Background: an optimization exercise with open tools, aiming at small area. Do not read the settings as production practice. Function was checked by simulation only, so behaviour that the tests miss may differ from the original.

## the baseline
==> module wb_where, before the edit <==
module wb_where (
  input  logic [1:0] k,
  input  logic       two,
  input  logic [1:0] ph3,
  input  logic       ph2,
  output logic       at0,
  output logic       atl
);
  logic [2:0] t;
  logic [1:0] s3;
  always_comb begin
    t  = {1'b0, k} + {1'b0, ph3};
    s3 = (t >= 3'd3) ? 2'(t - 3'd3) : t[1:0];
    if (two) begin
      at0  = (k[0] == ph2);
      atl  = (k[0] != ph2);
    end else begin
      at0  = (s3 == 2'd0);
      atl  = (s3 == 2'd2);
    end
  end
endmodule
==> module wishbone_intercon, before the edit <==
module wishbone_intercon
#(
  parameter int DATA_W = wishbone_pkg::DEF_DATA_W,
  parameter int ADR_W  = wishbone_pkg::DEF_ADR_W
) (
  input  logic              CLK_I,
  input  logic              RST_I,
  input  logic [DATA_W-1:0] DATA_INPUT,
  input  logic [ADR_W-1:0]  ADR_INPUT,
  input  logic              WE_INPUT,
  input  logic              SMP,
  output logic [DATA_W-1:0] DATA_OUTPUT
);
  localparam int NW  = 2 * wishbone_pkg::SLV_DEPTH;   
  localparam int NB3 = NW / 3;                         
  localparam int NB  = NB3 + 1;                        
  logic              b1_q, b2_q;
  logic              we_q, map_q;
  logic [4:0]        wa_q;             
  logic              pend_q;           
  logic [1:0]        ph3_q;            
  logic              ph2_q;            
  logic [NB-1:0]     wr;               
  logic [NB-1:0]     wrn;              
  logic [1:0]        clr_q;            
  logic [DATA_W-1:0] x_q;              
  logic [DATA_W-1:0] dout_q;
  logic              accept;
  logic [4:0]        ia, wa_d;
  logic              pend_d;
  logic [1:0]        ph3_d;
  logic              ph2_d;
  assign accept = ~b1_q & ~b2_q & (WE_INPUT | SMP);
  assign ia     = {ADR_INPUT[6], ADR_INPUT[3:0]};
  assign wa_d   = accept ? ia : wa_q;
  assign pend_d = (accept & WE_INPUT & ADR_INPUT[7]) | (pend_q & ~|wr);
  assign ph3_d  = (ph3_q == 2'd2) ? 2'd0 : ph3_q + 2'd1;
  assign ph2_d  = ~ph2_q;
  logic [NB-1:0] bank_i, bank_a;
  logic [1:0]    k_i, k_a;
  wb_locate #(.NB(NB)) u_loc_i (.a (ia),   .bank (bank_i), .k (k_i));
  wb_locate #(.NB(NB)) u_loc_a (.a (wa_q), .bank (bank_a), .k (k_a));
  logic at0_a, at0_i, atl_a, atl_i;
  wb_where u_where_i (.k (k_i), .two (bank_i[NB3]), .ph3 (ph3_q), .ph2 (ph2_q),
                      .at0 (at0_i), .atl (atl_i));
  wb_where u_where_a (.k (k_a), .two (bank_a[NB3]), .ph3 (ph3_q), .ph2 (ph2_q),
                      .at0 (at0_a), .atl (atl_a));
  logic acc_rd, busy_rd;
  assign acc_rd  = accept & ~WE_INPUT & ADR_INPUT[7];
  assign busy_rd = (b1_q | b2_q) & ~we_q & map_q;
  logic first_n;
  assign first_n = (clr_q != 2'd3);
  assign wrn = ~wr & {NB{clr_q == 2'd0}};
  logic [NB-1:0]             tsel;
  logic [NB*DATA_W-1:0]      tap;
  for (genvar b = 0; b < NB; b++) begin : g_bank
    localparam int N = (b < NB3) ? 3 : 2;
    assign tsel[b] = (acc_rd & first_n & at0_i & bank_i[b]) | (busy_rd & at0_a & bank_a[b]);
    assign wr[b]   = pend_q & atl_a & bank_a[b];
    wb_slave_regfile #(.DATA_W(DATA_W), .DEPTH(N)) u_bank (
      .clk  (CLK_I),
      .wr   (wr[b]),
      .wrn  (wrn[b]),
      .wdat (x_q),
      .tap  (tap[b * DATA_W +: DATA_W])
    );
  end
  logic x_in, x_cap, x_keep;
  assign x_in   = accept & WE_INPUT;
  assign x_cap  = (accept & ~WE_INPUT & at0_i) | (b1_q & ~we_q & at0_a) |
                  (b2_q & ~we_q & (~map_q | at0_a));
  assign x_keep = ~x_in & ~x_cap;
  logic [DATA_W-1:0] x_d, dout_d;
  wb_onehot_mux13 #(.DATA_W(DATA_W)) u_xmux (
    .sel ({x_keep, x_in, tsel}),
    .d   ({x_q, DATA_INPUT, tap}),
    .y   (x_d)
  );
  logic o_ld_q, o_keep;
  assign o_keep = ~o_ld_q;
  wb_onehot_mux #(.DATA_W(DATA_W), .N(2)) u_omux (
    .sel ({o_ld_q, o_keep}),
    .d   ({x_d, dout_q}),
    .y   (dout_d)
  );
  always_ff @(posedge CLK_I) begin
    x_q <= x_d;
  end
  always_ff @(posedge CLK_I or posedge RST_I) begin
    if (RST_I) begin
      b1_q   <= 1'b0;
      b2_q   <= 1'b0;
      we_q   <= 1'b0;
      map_q  <= 1'b0;
      wa_q   <= '0;
      pend_q <= 1'b0;
      ph3_q  <= '0;
      ph2_q  <= 1'b0;
      clr_q  <= 2'd3;
      o_ld_q   <= 1'b0;
      dout_q <= '0;
    end else begin
      b1_q   <= accept;
      b2_q   <= b1_q;
      ph3_q  <= ph3_d;
      ph2_q  <= ph2_d;
      pend_q <= pend_d;
      wa_q   <= wa_d;
      clr_q  <= clr_q - {1'b0, clr_q != 2'd0};
      o_ld_q   <= b1_q & ~we_q;
      if (accept) begin
        we_q  <= WE_INPUT;
        map_q <= ADR_INPUT[7];
      end
      dout_q <= dout_d;
    end
  end
  assign DATA_OUTPUT = dout_q;
endmodule
Settings: LEC_CHECK=0, CAP_MARGIN=20, CORE_MARGIN=2, CORE_UTILIZATION=62, CTS_BUF_LIST=sky130_fd_sc_hd__clkbuf_8, CTS_CLUSTER_DIAMETER=50, CTS_CLUSTER_SIZE=20, PLACE_DENSITY=0.75, SLEW_MARGIN=20, SYNTH_HIERARCHICAL=1, SYNTH_MINIMUM_KEEP_SIZE=0; clock period 5.0 ns.
standard.sh (not shown) runs the stock make flow with config.mk's settings and CLKGATE_MAP_FILE= SYNTH_SCRIPT=/design/flow/synth_recipe.tcl, a recipe that flattens the netlist after the stock synthesis.
==> flow/flow/run.sh <==
#!/bin/bash
# Standard ORFS layout (the standard.sh, unchanged synthesis) with two
# changes passed to ORFS's own scripts through their environment variables:
#  - CTS: clkbuf_8 clock buffers, clusters of up to 20 sinks, no dummy loads;
#  - port buffers: buf_1 instead of the default buffer cell.
# make's full output goes to flow_make.log; each ORFS step keeps its own log
# under orfs/logs/.
set -euo pipefail
export CTS_ARGS="-sink_clustering_enable -repair_clock_nets -buf_list sky130_fd_sc_hd__clkbuf_8 -sink_clustering_size 20 -sink_clustering_max_diameter 50 -dont_use_dummy_load"
export BUFFER_PORTS_ARGS="-buffer_cell sky130_fd_sc_hd__buf_1"
bash standard.sh > flow_make.log 2>&1
The inputs of the candidate differ from those of the baseline as listed below.
diff --git a/flow/design.v b/flow/design.v
--- a/flow/design.v
+++ b/flow/design.v
@@ -115,25 +115,25 @@
 module wb_where (
   input  logic [1:0] k,
   input  logic       two,
   input  logic [1:0] ph3,
   input  logic       ph2,
   output logic       at0,
-  output logic       atl
+  output logic       last
 );
   logic [2:0] t;
   logic [1:0] s3;
   always_comb begin
     t  = {1'b0, k} + {1'b0, ph3};
     s3 = (t >= 3'd3) ? 2'(t - 3'd3) : t[1:0];
     if (two) begin
       at0  = (k[0] == ph2);
-      atl  = (k[0] != ph2);
+      last = (k[0] == ph2);
     end else begin
       at0  = (s3 == 2'd0);
-      atl  = (s3 == 2'd2);
+      last = (s3 == 2'd1);
     end
   end
 endmodule
 module wishbone_intercon
 #(
   parameter int DATA_W = wishbone_pkg::DEF_DATA_W,
@@ -153,52 +153,54 @@
   logic              b1_q, b2_q;
   logic              we_q, map_q;
   logic [4:0]        wa_q;             
   logic              pend_q;           
   logic [1:0]        ph3_q;            
   logic              ph2_q;            
-  logic [NB-1:0]     wr;               
+  logic [NB-1:0]     wr_q;             
   logic [NB-1:0]     wrn;              
   logic [1:0]        clr_q;            
   logic [DATA_W-1:0] x_q;              
   logic [DATA_W-1:0] dout_q;
   logic              accept;
   logic [4:0]        ia, wa_d;
   logic              pend_d;
   logic [1:0]        ph3_d;
   logic              ph2_d;
   assign accept = ~b1_q & ~b2_q & (WE_INPUT | SMP);
   assign ia     = {ADR_INPUT[6], ADR_INPUT[3:0]};
   assign wa_d   = accept ? ia : wa_q;
-  assign pend_d = (accept & WE_INPUT & ADR_INPUT[7]) | (pend_q & ~|wr);
+  assign pend_d = (accept & WE_INPUT & ADR_INPUT[7]) | (pend_q & ~|wr_q);
   assign ph3_d  = (ph3_q == 2'd2) ? 2'd0 : ph3_q + 2'd1;
   assign ph2_d  = ~ph2_q;
   logic [NB-1:0] bank_i, bank_a;
   logic [1:0]    k_i, k_a;
   wb_locate #(.NB(NB)) u_loc_i (.a (ia),   .bank (bank_i), .k (k_i));
   wb_locate #(.NB(NB)) u_loc_a (.a (wa_q), .bank (bank_a), .k (k_a));
-  logic at0_a, at0_i, atl_a, atl_i;
+  logic at0_a, at0_i, last_a, last_i;
   wb_where u_where_i (.k (k_i), .two (bank_i[NB3]), .ph3 (ph3_q), .ph2 (ph2_q),
-                      .at0 (at0_i), .atl (atl_i));
+                      .at0 (at0_i), .last (last_i));
   wb_where u_where_a (.k (k_a), .two (bank_a[NB3]), .ph3 (ph3_q), .ph2 (ph2_q),
-                      .at0 (at0_a), .atl (atl_a));
-  logic acc_rd, busy_rd;
+                      .at0 (at0_a), .last (last_a));
+  logic acc_rd, acc_wr, busy_rd, pend_keep;
   assign acc_rd  = accept & ~WE_INPUT & ADR_INPUT[7];
+  assign acc_wr  = accept & WE_INPUT & ADR_INPUT[7];
+  assign pend_keep = pend_q & ~|wr_q;
   assign busy_rd = (b1_q | b2_q) & ~we_q & map_q;
   logic first_n;
   assign first_n = (clr_q != 2'd3);
-  assign wrn = ~wr & {NB{clr_q == 2'd0}};
-  logic [NB-1:0]             tsel;
+  assign wrn = ~wr_q & {NB{clr_q == 2'd0}};
+  logic [NB-1:0]             tsel, wr_d;
   logic [NB*DATA_W-1:0]      tap;
   for (genvar b = 0; b < NB; b++) begin : g_bank
     localparam int N = (b < NB3) ? 3 : 2;
     assign tsel[b] = (acc_rd & first_n & at0_i & bank_i[b]) | (busy_rd & at0_a & bank_a[b]);
-    assign wr[b]   = pend_q & atl_a & bank_a[b];
+    assign wr_d[b] = (acc_wr & last_i & bank_i[b]) | (pend_keep & last_a & bank_a[b]);
     wb_slave_regfile #(.DATA_W(DATA_W), .DEPTH(N)) u_bank (
       .clk  (CLK_I),
-      .wr   (wr[b]),
+      .wr   (wr_q[b]),
       .wrn  (wrn[b]),
       .wdat (x_q),
       .tap  (tap[b * DATA_W +: DATA_W])
     );
   end
   logic x_in, x_cap, x_keep;
@@ -229,22 +231,24 @@
       we_q   <= 1'b0;
       map_q  <= 1'b0;
       wa_q   <= '0;
       pend_q <= 1'b0;
       ph3_q  <= '0;
       ph2_q  <= 1'b0;
+      wr_q   <= '0;
       clr_q  <= 2'd3;
       o_ld_q   <= 1'b0;
       dout_q <= '0;
     end else begin
       b1_q   <= accept;
       b2_q   <= b1_q;
       ph3_q  <= ph3_d;
       ph2_q  <= ph2_d;
       pend_q <= pend_d;
       wa_q   <= wa_d;
+      wr_q   <= wr_d;
       clr_q  <= clr_q - {1'b0, clr_q != 2'd0};
       o_ld_q   <= b1_q & ~we_q;
       if (accept) begin
         we_q  <= WE_INPUT;
         map_q <= ADR_INPUT[7];
       end
## What came out
The candidate vs the baseline — area used by sequential logic in the layout climbed slightly
Changes observed in the candidate relative to the baseline: mean instance size in the synthesized netlist flat; HPWL after detailed placement went down; clock skew up 6.7 ps; slew of the pin with the lowest slew margin went down.
Where worst setup slack is concerned, the baseline is outperformed by the candidate.
Taking the baseline as the reference, in the candidate H-tree depth reported by CTS has remained practically unchanged, global-route usage over all layers has remained practically unchanged.
Sequential share of cell area: the candidate > the baseline
Of the two values seen for launch point of the critical path, wa_q[3] was produced by the baseline and ADR_INPUT[2] by the candidate.
The candidate ended up with a lower count of clock buffers in the final design than the baseline did.
The candidate against the baseline: delay of the slowest cell on the worst path rose 20 ps, final clock period utilization by the worst path has decreased.

-- re-timing with driven ports --
Ports are ideal in the flow. The routed layouts listed here were re-timed in OpenROAD. Step 1 assumes that a clkbuf_16 drives the clock port and a buf_2 every other input. Step 2 adds t to the input delays and takes it off the output delays; t is the mean of the earliest and latest rising clock arrival at the registers after step 1. Input paths then give back, and output paths get back, about the clock's delay inside the block. Slacks: ideal / step 1 / step 2; pairs: ideal / step 1.
run	shift t [ns]	setup WS [ns]	worst data-port slew with drivers (ns)
the baseline	0.880	0.168 / 0.168 / -0.601	0.09
the candidate	0.886	0.216 / 0.260 / -0.626	0.07
With both steps, setup timing fails in the baseline and the candidate, where it was met with ideal ports. For the candidate, which loses most, drivers alone change the setup slack by +0.044 ns; drivers and shift together by -0.842 ns.
